What follows belongs to an exercise in optimizing a design on an open flow for a short achievable clock period and few clock cycles; a production flow would make more cautious choices. At most, simulation tests tie the RTL to the original design; equivalence was not proved. Power is estimated from default activity; no workload was simulated.

==> inputs of job 3060 <==
==> flow/design.v <==
`timescale 1ns/1ps
`default_nettype none
package cpu_pkg;
    typedef enum logic [3:0] {
        OP_ADD  = 4'b0000,
        OP_SUB  = 4'b0001,
        OP_AND  = 4'b0010,
        OP_OR   = 4'b0011,
        OP_XOR  = 4'b0100,
        OP_NOT  = 4'b0101,
        OP_SLA  = 4'b0110,
        OP_SRA  = 4'b0111,
        OP_LI   = 4'b1000,
        OP_LW   = 4'b1001,
        OP_SW   = 4'b1010,
        OP_BIZ  = 4'b1011,
        OP_BNZ  = 4'b1100,
        OP_HALT = 4'b1101,   
        OP_JMP  = 4'b1110,
        OP_RSVD = 4'b1111    
    } opcode_t;
endpackage
`default_nettype wire
`timescale 1ns/1ps
`default_nettype none
module cpu_control (
    input  logic                   clk,
    input  logic                   rst,
    input  logic                   mem_req_ready,
    input  logic [16-1:0] mem_rdata,
    output logic [8-1:0] mem_addr,
    output logic [16-1:0] mem_wdata,
    output logic                   mem_we,
    output logic                   mem_req_valid,
    output logic                   halted,
    output logic                   rf_we,
    output logic [3:0]             rf_waddr,
    output logic [16-1:0] rf_wdata,
    output logic                   rf_wzero,
    output logic [3:0]             rf_ra1,
    output logic [3:0]             rf_ra2,
    output logic [3:0]             rf_ra3,
    input  logic [16-1:0] rf_rd1,
    input  logic [16-1:0] rf_rd2,
    input  logic [16-1:0] rf_rd3,
    input  logic [16-1:0] rf_zflags,
    output logic [3:0]             alu_op,
    output logic [7:0]             alu_imm,
    output logic [16-1:0] alu_a,
    output logic [16-1:0] alu_b,
    input  logic [16-1:0] alu_res,
    input  logic                   alu_zero,
    output logic [8-1:0] fu_pc,
    input  logic [8-1:0] fu_next_z1,
    input  logic [8-1:0] fu_next_z0
);
    logic                   req_valid;
    logic [8-1:0] req_addr;
    logic                   req_we;
    logic                   req_ld;
    logic [3:0]             ex_op;
    logic [3:0]             ex_d;
    logic [7:0]             ex_imm;
    logic                   ex_valid;
    logic [16-1:0] opa;
    logic [16-1:0] opb;
    logic [16-1:0] sdata;   
    logic [8-1:0] npc;
    logic                   halt_r;
    logic                   fetch_acc;
    logic [3:0]             f_op;
    logic [3:0]             f_d;
    logic [3:0]             f_s1;
    logic [3:0]             f_s2;
    logic [16-1:0] zf;      
    logic                   d_zero;
    logic [8-1:0] addr_z1;
    logic [8-1:0] addr_z0;
    assign mem_req_valid = req_valid;
    assign mem_addr      = req_addr;
    assign mem_we        = req_we;
    assign mem_wdata     = sdata;
    assign halted        = halt_r;
    assign fetch_acc = req_valid & mem_req_ready & !req_we & !req_ld;
    assign f_op      = mem_rdata[15:12];
    assign f_d       = mem_rdata[11:8];
    assign f_s1      = mem_rdata[7:4];
    assign f_s2      = mem_rdata[3:0];
    assign alu_op   = ex_op;
    assign alu_imm  = ex_imm;
    assign alu_a    = opa;
    assign alu_b    = opb;
    assign rf_waddr = ex_d;
    assign rf_we    = ex_valid | (req_ld & mem_req_ready);
    assign rf_wdata = req_ld ? mem_rdata : alu_res;
    assign rf_wzero = req_ld ? (mem_rdata == '0) : alu_zero;
    assign rf_ra1    = f_s1;
    assign rf_ra2    = f_s2;
    assign rf_ra3    = f_d;
    always_comb begin
        zf = rf_zflags;
        if (ex_valid) zf[ex_d] = alu_zero;
    end
    assign d_zero = zf[f_d];
    assign fu_pc  = req_addr;
    always_comb begin
        if (!(req_valid & mem_req_ready)) begin
            addr_z1 = req_addr;
            addr_z0 = req_addr;
        end else if (req_we | req_ld) begin
            addr_z1 = npc;
            addr_z0 = npc;
        end else if (f_op == cpu_pkg::OP_LW || f_op == cpu_pkg::OP_SW) begin
            addr_z1 = mem_rdata[7:0];
            addr_z0 = mem_rdata[7:0];
        end else begin
            addr_z1 = fu_next_z1;
            addr_z0 = fu_next_z0;
        end
    end
    always_ff @(posedge clk or negedge rst) begin
        if (!rst) begin
            req_valid <= 1'b1;
            req_addr  <= '0;
            req_we    <= 1'b0;
            req_ld    <= 1'b0;
            ex_valid  <= 1'b0;
            halt_r    <= 1'b0;
        end else begin
            ex_valid <= fetch_acc & (!f_op[3] | (f_op == cpu_pkg::OP_LI));
            req_addr <= d_zero ? addr_z1 : addr_z0;
            if (req_valid & mem_req_ready) begin
                if (req_we | req_ld) begin
                    req_we   <= 1'b0;
                    req_ld   <= 1'b0;
                end else begin
                    case (f_op)
                        cpu_pkg::OP_LW: req_ld <= 1'b1;
                        cpu_pkg::OP_SW: req_we <= 1'b1;
                        cpu_pkg::OP_HALT: begin
                            req_valid <= 1'b0;
                            halt_r    <= 1'b1;
                        end
                        default: ;
                    endcase
                end
            end
        end
    end
    always_ff @(posedge clk) begin
        ex_op  <= f_op;
        ex_imm <= mem_rdata[7:0];
        opa    <= (ex_valid & (ex_d == f_s1)) ? alu_res : rf_rd1;
        opb    <= (ex_valid & (ex_d == f_s2)) ? alu_res : rf_rd2;
    end
    always_ff @(posedge clk) begin
        if (fetch_acc) begin
            ex_d  <= f_d;
            npc   <= req_addr + 1'b1;
            sdata <= (ex_valid & (ex_d == f_d)) ? alu_res : rf_rd3;
        end
    end
endmodule
`default_nettype wire
`timescale 1ns/1ps
`default_nettype none
module cpu_fetch_unit (
    input  logic [8-1:0] pc,         
    input  logic [16-1:0] instr,
    output logic [8-1:0] next_z1,    
    output logic [8-1:0] next_z0     
);
    logic [3:0]             op;
    logic [8-1:0] seq;
    logic [8-1:0] target;
    assign op     = instr[15:12];
    assign seq    = pc + 1'b1;
    assign target = pc + instr[7:0] + 1'b1;
    assign next_z1 = (op == cpu_pkg::OP_BIZ || op == cpu_pkg::OP_JMP) ? target : seq;
    assign next_z0 = (op == cpu_pkg::OP_BNZ || op == cpu_pkg::OP_JMP) ? target : seq;
endmodule
`default_nettype wire
`timescale 1ns/1ps
`default_nettype none
module cpu_regfile (
    input  logic                   clk,
    input  logic                   rst,
    input  logic                   we,
    input  logic [3:0]             waddr,
    input  logic [16-1:0] wdata,
    input  logic                   wzero,     
    input  logic [3:0]             ra1,
    input  logic [3:0]             ra2,
    input  logic [3:0]             ra3,
    output logic [16-1:0] rd1,
    output logic [16-1:0] rd2,
    output logic [16-1:0] rd3,
    output logic [16-1:0] zflags
);
    logic [16-1:0] regs [16];
    always_ff @(posedge clk or negedge rst) begin
        if (!rst) begin
            for (int i = 0; i < 16; i++) begin
                regs[i]   <= '0;
                zflags[i] <= 1'b1;
            end
        end else if (we) begin
            regs[waddr]   <= wdata;
            zflags[waddr] <= wzero;
        end
    end
    assign rd1 = regs[ra1];
    assign rd2 = regs[ra2];
    assign rd3 = regs[ra3];
endmodule
`default_nettype wire
`timescale 1ns/1ps
`default_nettype none
module cpu_execute (
    input  logic [3:0]             op,
    input  logic [7:0]             imm,
    input  logic [16-1:0] a,
    input  logic [16-1:0] b,
    output logic [16-1:0] res,
    output logic                   zero
);
    logic [16-1:0] add_carry;
    assign add_carry = {a[16-2:0] | b[16-2:0], 1'b0};
    always_comb begin
        case (op)
            cpu_pkg::OP_ADD: begin res = a + b;  zero = ((a ^ b) == add_carry); end
            cpu_pkg::OP_SUB: begin res = a - b;  zero = (a == b); end
            cpu_pkg::OP_AND: begin res = a & b;  zero = ((a & b) == '0); end
            cpu_pkg::OP_OR:  begin res = a | b;  zero = ((a | b) == '0); end
            cpu_pkg::OP_XOR: begin res = a ^ b;  zero = (a == b); end
            cpu_pkg::OP_NOT: begin res = ~a;     zero = (a == '1); end
            cpu_pkg::OP_SLA: begin
                res  = {a[16-2:0], 1'b0};
                zero = (a[16-2:0] == '0);
            end
            cpu_pkg::OP_SRA: begin
                res  = {a[16-1], a[16-1:1]};
                zero = (a[16-1:1] == '0);
            end
            default: begin   
                res  = {{(16-8){imm[7]}}, imm};
                zero = (imm == '0);
            end
        endcase
    end
endmodule
`default_nettype wire
`timescale 1ns/1ps
`default_nettype none
module cpu_top (
    input  logic                   clk,
    input  logic                   rst,
    output logic [8-1:0] mem_addr,
    output logic [16-1:0] mem_wdata,
    output logic                   mem_we,
    output logic                   mem_req_valid,
    input  logic                   mem_req_ready,
    input  logic [16-1:0] mem_rdata,      
    output logic                   halted
);
    logic                     rf_we;
    logic [3:0]               rf_waddr;
    logic [16-1:0]   rf_wdata;
    logic                     rf_wzero;
    logic [3:0]               rf_ra1;
    logic [3:0]               rf_ra2;
    logic [3:0]               rf_ra3;
    logic [16-1:0]   rf_rd1;
    logic [16-1:0]   rf_rd2;
    logic [16-1:0]   rf_rd3;
    logic [16-1:0] rf_zflags;
    logic [3:0]               alu_op;
    logic [7:0]               alu_imm;
    logic [16-1:0]   alu_a;
    logic [16-1:0]   alu_b;
    logic [16-1:0]   alu_res;
    logic                     alu_zero;
    logic [8-1:0]   fu_pc;
    logic [8-1:0]   fu_next_z1;
    logic [8-1:0]   fu_next_z0;
    cpu_control control_inst (
        .clk           (clk),
        .rst           (rst),
        .mem_req_ready (mem_req_ready),
        .mem_rdata     (mem_rdata),
        .mem_addr      (mem_addr),
        .mem_wdata     (mem_wdata),
        .mem_we        (mem_we),
        .mem_req_valid (mem_req_valid),
        .halted        (halted),
        .rf_we         (rf_we),
        .rf_waddr      (rf_waddr),
        .rf_wdata      (rf_wdata),
        .rf_wzero      (rf_wzero),
        .rf_ra1        (rf_ra1),
        .rf_ra2        (rf_ra2),
        .rf_ra3        (rf_ra3),
        .rf_rd1        (rf_rd1),
        .rf_rd2        (rf_rd2),
        .rf_rd3        (rf_rd3),
        .rf_zflags     (rf_zflags),
        .alu_op        (alu_op),
        .alu_imm       (alu_imm),
        .alu_a         (alu_a),
        .alu_b         (alu_b),
        .alu_res       (alu_res),
        .alu_zero      (alu_zero),
        .fu_pc         (fu_pc),
        .fu_next_z1    (fu_next_z1),
        .fu_next_z0    (fu_next_z0)
    );
    cpu_regfile regfile_inst (
        .clk    (clk),
        .rst    (rst),
        .we     (rf_we),
        .waddr  (rf_waddr),
        .wdata  (rf_wdata),
        .wzero  (rf_wzero),
        .ra1    (rf_ra1),
        .ra2    (rf_ra2),
        .ra3    (rf_ra3),
        .rd1    (rf_rd1),
        .rd2    (rf_rd2),
        .rd3    (rf_rd3),
        .zflags (rf_zflags)
    );
    cpu_execute execute_inst (
        .op   (alu_op),
        .imm  (alu_imm),
        .a    (alu_a),
        .b    (alu_b),
        .res  (alu_res),
        .zero (alu_zero)
    );
    cpu_fetch_unit fetch_inst (
        .pc      (fu_pc),
        .instr   (mem_rdata),
        .next_z1 (fu_next_z1),
        .next_z0 (fu_next_z0)
    );
endmodule
`default_nettype wire
==> flow/flow/run.sh <==
#!/bin/bash
# Standard layout, with timing repair aiming well below the design's period
set -euo pipefail
bash standard.sh finish SETUP_SLACK_MARGIN=${MARGIN:-7.5} > standard.log 2>&1
==> flow/standard.sh <==
#!/bin/bash
# synth_recipe.tcl (not shown) runs the flow's synth.tcl, then flattens the netlist and writes it again
# the make line also repeats each setting of config.mk as NAME=value (left out here)
make -C /OpenROAD-flow-scripts/flow DESIGN_CONFIG=/design/flow/config.mk WORK_HOME=/design/flow/orfs CLKGATE_MAP_FILE= SYNTH_SCRIPT=/design/flow/synth_recipe.tcl "${@:-finish}"
==> flow/config.mk <==
export PLATFORM = sky130hd
export DESIGN_NAME = cpu_top
export DESIGN_NICKNAME = cpu_top
export VERILOG_FILES = /design/flow/design.v
export SDC_FILE = /design/flow/constraint.sdc
export NUM_CORES = 4
export LEC_CHECK = 0
export ABC_CLOCK_PERIOD_IN_PS = 2500
export CAP_MARGIN = 20
export CORE_MARGIN = 2
export CORE_UTILIZATION = 30
export SETUP_SLACK_MARGIN = 5
export SLEW_MARGIN = 20
==> flow/constraint.sdc <==
create_clock -name core_clock -period 10.0 [get_ports {clk}]
set_input_delay 2.0000 -clock core_clock [delete_from_list [all_inputs] [get_ports {clk}]]
set_output_delay 2.0000 -clock core_clock [all_outputs]
set_load 0.01 [all_outputs]
==> inputs of job 7436, as changes to job 3060 <==
--- a/flow/design.v
+++ b/flow/design.v
@@ -42,4 +42,2 @@
     output logic [3:0]             rf_ra3,
-    input  logic [16-1:0] rf_rd1,
-    input  logic [16-1:0] rf_rd2,
     input  logic [16-1:0] rf_rd3,
@@ -48,4 +46,2 @@
     output logic [7:0]             alu_imm,
-    output logic [16-1:0] alu_a,
-    output logic [16-1:0] alu_b,
     input  logic [16-1:0] alu_res,
@@ -53,4 +49,4 @@
     output logic [8-1:0] fu_pc,
-    input  logic [8-1:0] fu_next_z1,
-    input  logic [8-1:0] fu_next_z0
+    output logic                   fu_d_zero,
+    input  logic [8-1:0] fu_next_pc
 );
@@ -60,9 +56,5 @@
     logic                   req_ld;
-    logic [3:0]             ex_op;
-    logic [3:0]             ex_d;
-    logic [7:0]             ex_imm;
+    logic [16-1:0] req_wdata;
+    logic [16-1:0] ir;
     logic                   ex_valid;
-    logic [16-1:0] opa;
-    logic [16-1:0] opb;
-    logic [16-1:0] sdata;   
     logic [8-1:0] npc;
@@ -72,8 +64,3 @@
     logic [3:0]             f_d;
-    logic [3:0]             f_s1;
-    logic [3:0]             f_s2;
-    logic [16-1:0] zf;      
-    logic                   d_zero;
-    logic [8-1:0] addr_z1;
-    logic [8-1:0] addr_z0;
+    logic                   haz;
     assign mem_req_valid = req_valid;
@@ -81,3 +68,3 @@
     assign mem_we        = req_we;
-    assign mem_wdata     = sdata;
+    assign mem_wdata     = req_wdata;
     assign halted        = halt_r;
@@ -86,9 +73,7 @@
     assign f_d       = mem_rdata[11:8];
-    assign f_s1      = mem_rdata[7:4];
-    assign f_s2      = mem_rdata[3:0];
-    assign alu_op   = ex_op;
-    assign alu_imm  = ex_imm;
-    assign alu_a    = opa;
-    assign alu_b    = opb;
-    assign rf_waddr = ex_d;
+    assign alu_op   = ir[15:12];
+    assign alu_imm  = ir[7:0];
+    assign rf_ra1   = ir[7:4];
+    assign rf_ra2   = ir[3:0];
+    assign rf_waddr = ir[11:8];
     assign rf_we    = ex_valid | (req_ld & mem_req_ready);
@@ -96,26 +81,6 @@
     assign rf_wzero = req_ld ? (mem_rdata == '0) : alu_zero;
-    assign rf_ra1    = f_s1;
-    assign rf_ra2    = f_s2;
+    assign haz       = ex_valid & (ir[11:8] == f_d);
     assign rf_ra3    = f_d;
-    always_comb begin
-        zf = rf_zflags;
-        if (ex_valid) zf[ex_d] = alu_zero;
-    end
-    assign d_zero = zf[f_d];
-    assign fu_pc  = req_addr;
-    always_comb begin
-        if (!(req_valid & mem_req_ready)) begin
-            addr_z1 = req_addr;
-            addr_z0 = req_addr;
-        end else if (req_we | req_ld) begin
-            addr_z1 = npc;
-            addr_z0 = npc;
-        end else if (f_op == cpu_pkg::OP_LW || f_op == cpu_pkg::OP_SW) begin
-            addr_z1 = mem_rdata[7:0];
-            addr_z0 = mem_rdata[7:0];
-        end else begin
-            addr_z1 = fu_next_z1;
-            addr_z0 = fu_next_z0;
-        end
-    end
+    assign fu_d_zero = haz ? alu_zero : rf_zflags[f_d];
+    assign fu_pc     = req_addr;
     always_ff @(posedge clk or negedge rst) begin
@@ -130,5 +95,5 @@
             ex_valid <= fetch_acc & (!f_op[3] | (f_op == cpu_pkg::OP_LI));
-            req_addr <= d_zero ? addr_z1 : addr_z0;
             if (req_valid & mem_req_ready) begin
                 if (req_we | req_ld) begin
+                    req_addr <= npc;
                     req_we   <= 1'b0;
@@ -137,4 +102,10 @@
                     case (f_op)
-                        cpu_pkg::OP_LW: req_ld <= 1'b1;
-                        cpu_pkg::OP_SW: req_we <= 1'b1;
+                        cpu_pkg::OP_LW: begin
+                            req_addr <= mem_rdata[7:0];
+                            req_ld   <= 1'b1;
+                        end
+                        cpu_pkg::OP_SW: begin
+                            req_addr <= mem_rdata[7:0];
+                            req_we   <= 1'b1;
+                        end
                         cpu_pkg::OP_HALT: begin
@@ -143,3 +114,3 @@
                         end
-                        default: ;
+                        default: req_addr <= fu_next_pc;
                     endcase
@@ -150,12 +121,6 @@
     always_ff @(posedge clk) begin
-        ex_op  <= f_op;
-        ex_imm <= mem_rdata[7:0];
-        opa    <= (ex_valid & (ex_d == f_s1)) ? alu_res : rf_rd1;
-        opb    <= (ex_valid & (ex_d == f_s2)) ? alu_res : rf_rd2;
-    end
-    always_ff @(posedge clk) begin
         if (fetch_acc) begin
-            ex_d  <= f_d;
-            npc   <= req_addr + 1'b1;
-            sdata <= (ex_valid & (ex_d == f_d)) ? alu_res : rf_rd3;
+            ir        <= mem_rdata;
+            npc       <= req_addr + 1'b1;
+            req_wdata <= haz ? alu_res : rf_rd3;
         end
@@ -167,6 +132,6 @@
 module cpu_fetch_unit (
-    input  logic [8-1:0] pc,         
+    input  logic [8-1:0] pc,        
     input  logic [16-1:0] instr,
-    output logic [8-1:0] next_z1,    
-    output logic [8-1:0] next_z0     
+    input  logic                   d_zero,    
+    output logic [8-1:0] next_pc
 );
@@ -175,2 +140,3 @@
     logic [8-1:0] target;
+    logic                   taken;
     assign op     = instr[15:12];
@@ -178,4 +144,11 @@
     assign target = pc + instr[7:0] + 1'b1;
-    assign next_z1 = (op == cpu_pkg::OP_BIZ || op == cpu_pkg::OP_JMP) ? target : seq;
-    assign next_z0 = (op == cpu_pkg::OP_BNZ || op == cpu_pkg::OP_JMP) ? target : seq;
+    always_comb begin
+        case (op)
+            cpu_pkg::OP_BIZ: taken = d_zero;
+            cpu_pkg::OP_BNZ: taken = !d_zero;
+            cpu_pkg::OP_JMP: taken = 1'b1;
+            default:         taken = 1'b0;
+        endcase
+    end
+    assign next_pc = taken ? target : seq;
 endmodule
@@ -278,4 +251,2 @@
     logic [7:0]               alu_imm;
-    logic [16-1:0]   alu_a;
-    logic [16-1:0]   alu_b;
     logic [16-1:0]   alu_res;
@@ -283,4 +254,4 @@
     logic [8-1:0]   fu_pc;
-    logic [8-1:0]   fu_next_z1;
-    logic [8-1:0]   fu_next_z0;
+    logic                     fu_d_zero;
+    logic [8-1:0]   fu_next_pc;
     cpu_control control_inst (
@@ -302,4 +273,2 @@
         .rf_ra3        (rf_ra3),
-        .rf_rd1        (rf_rd1),
-        .rf_rd2        (rf_rd2),
         .rf_rd3        (rf_rd3),
@@ -308,4 +277,2 @@
         .alu_imm       (alu_imm),
-        .alu_a         (alu_a),
-        .alu_b         (alu_b),
         .alu_res       (alu_res),
@@ -313,4 +280,4 @@
         .fu_pc         (fu_pc),
-        .fu_next_z1    (fu_next_z1),
-        .fu_next_z0    (fu_next_z0)
+        .fu_d_zero     (fu_d_zero),
+        .fu_next_pc    (fu_next_pc)
     );
@@ -334,4 +301,4 @@
         .imm  (alu_imm),
-        .a    (alu_a),
-        .b    (alu_b),
+        .a    (rf_rd1),
+        .b    (rf_rd2),
         .res  (alu_res),
@@ -342,4 +309,4 @@
         .instr   (mem_rdata),
-        .next_z1 (fu_next_z1),
-        .next_z0 (fu_next_z0)
+        .d_zero  (fu_d_zero),
+        .next_pc (fu_next_pc)
     );
==> flow/run.sh (new file) <==
#!/bin/bash
# synth_recipe.tcl (not shown) runs the flow's synth.tcl, then flattens the netlist and writes it again
# the make line also repeats each setting of config.mk as NAME=value (left out here)
make -C /OpenROAD-flow-scripts/flow DESIGN_CONFIG=/design/flow/config.mk WORK_HOME=/design/flow/orfs CLKGATE_MAP_FILE= SYNTH_SCRIPT=/design/flow/synth_recipe.tcl finish
--- a/flow/config.mk
+++ b/flow/config.mk
@@ -7,7 +7,5 @@
 export LEC_CHECK = 0
-export ABC_CLOCK_PERIOD_IN_PS = 2500
 export CAP_MARGIN = 20
 export CORE_MARGIN = 2
-export CORE_UTILIZATION = 30
-export SETUP_SLACK_MARGIN = 5
+export CORE_UTILIZATION = 40
 export SLEW_MARGIN = 20
removed: flow/flow/run.sh
removed: flow/standard.sh
==> inputs of job 1773, as changes to job 3060 <==
--- a/flow/config.mk
+++ b/flow/config.mk
@@ -10,3 +10,3 @@
 export CORE_MARGIN = 2
-export CORE_UTILIZATION = 30
+export CORE_UTILIZATION = 40
 export SETUP_SLACK_MARGIN = 5
==> notes <==
- Die area: job 3060 > job 1773 > job 7436.
- Clock power: job 7436 < job 1773 < job 3060.
- The lowest combinational power belongs to job 7436, the highest to job 1773.
- In flip-flop and latch count, job 1773 and job 3060 do not differ.
- Via count: job 7436 < job 3060 < job 1773.
- Clock skew: job 3060 < job 1773 < job 7436.
- Count of clock-buffer cells in the layout, highest first: job 3060, job 1773, job 7436.
- Synthesized cell count: job 1773 is higher than job 7436 (3.7%).
==> figures <==
metric	job 3060	job 7436	job 1773
CTS Sinks	357	325	357
Inverter count	62	86	62
Placement-stage cell area	0.0247 mm²	0.0233 mm²	0.0243 mm²
Power Clock	1.63 mW	1.47 mW	1.58 mW
Element type at the critical path start	input pin	flop	flop
Destination of the worst register-to-register timing path	control_inst.req_addr[0]	regfile_inst.regs[15][15]	control_inst.req_addr[0]
Die area	0.0757 mm²	0.0570 mm²	0.0570 mm²
Share of cell area taken by multi-input logic gates	0.477	0.512	0.481
Result of the run	no timing/DRC/antenna violations	no timing/DRC/antenna violations	no timing/DRC/antenna violations
Number of distinct library cell variants in the gate-level netlist after synthesis	86	105	86
Proportion of cell area spent on the clock network	0.0433	0.0530	0.0382
DR WL met2	52500 µm	43100 µm	53900 µm
P&R area growth vs syn	51.9%	11.6%	60.8%
P_sw	1.04 mW	0.690 mW	1.12 mW
First-pass GRT wire length	174000 µm	149000 µm	183000 µm
Sequential power share	0.396	0.459	0.389
Multi-input gates	1941	1844	1948
Testbench counts of job 3060, summed over its fixed seeds: cycles 48,854.
Testbench counts of job 1773, summed over its fixed seeds: cycles 48,854.
Only the layout flow was run in job 7436; the RTL was not checked for function there.

-- port drivers added, routing unchanged --
The results above use ideal ports. As a check the final layouts listed here were re-extracted and re-timed, cells and wires unchanged.
Step 1: set_driving_cell puts a clkbuf_16 on clk and a buf_2 on each other input, an assumption about the parent block.
Step 2 also shifts input and output timing later by t, the mid clock arrival at the registers, as if the neighbouring blocks saw the same clock.
Slacks: ideal / step 1 / step 2; pairs: ideal / step 1.
run	shift t [ns]	setup WS [ns]	hold WS [ns]	clock arrival spread, ns
job 3060	0.657	6.270 / 6.262 / 5.604	0.483 / 0.483 / 0.483	0.023 / 0.023
job 7436	0.629	3.309 / 3.309 / 3.309	0.484 / 0.484 / 0.484	0.037 / 0.037
job 1773	0.674	6.122 / 6.122 / 5.517	0.467 / 0.467 / 0.467	0.032 / 0.032
After both steps every run listed still meets setup and hold. The setup slack of job 3060, which loses most, moves by -0.008 ns with the drivers and by -0.666 ns with both steps.
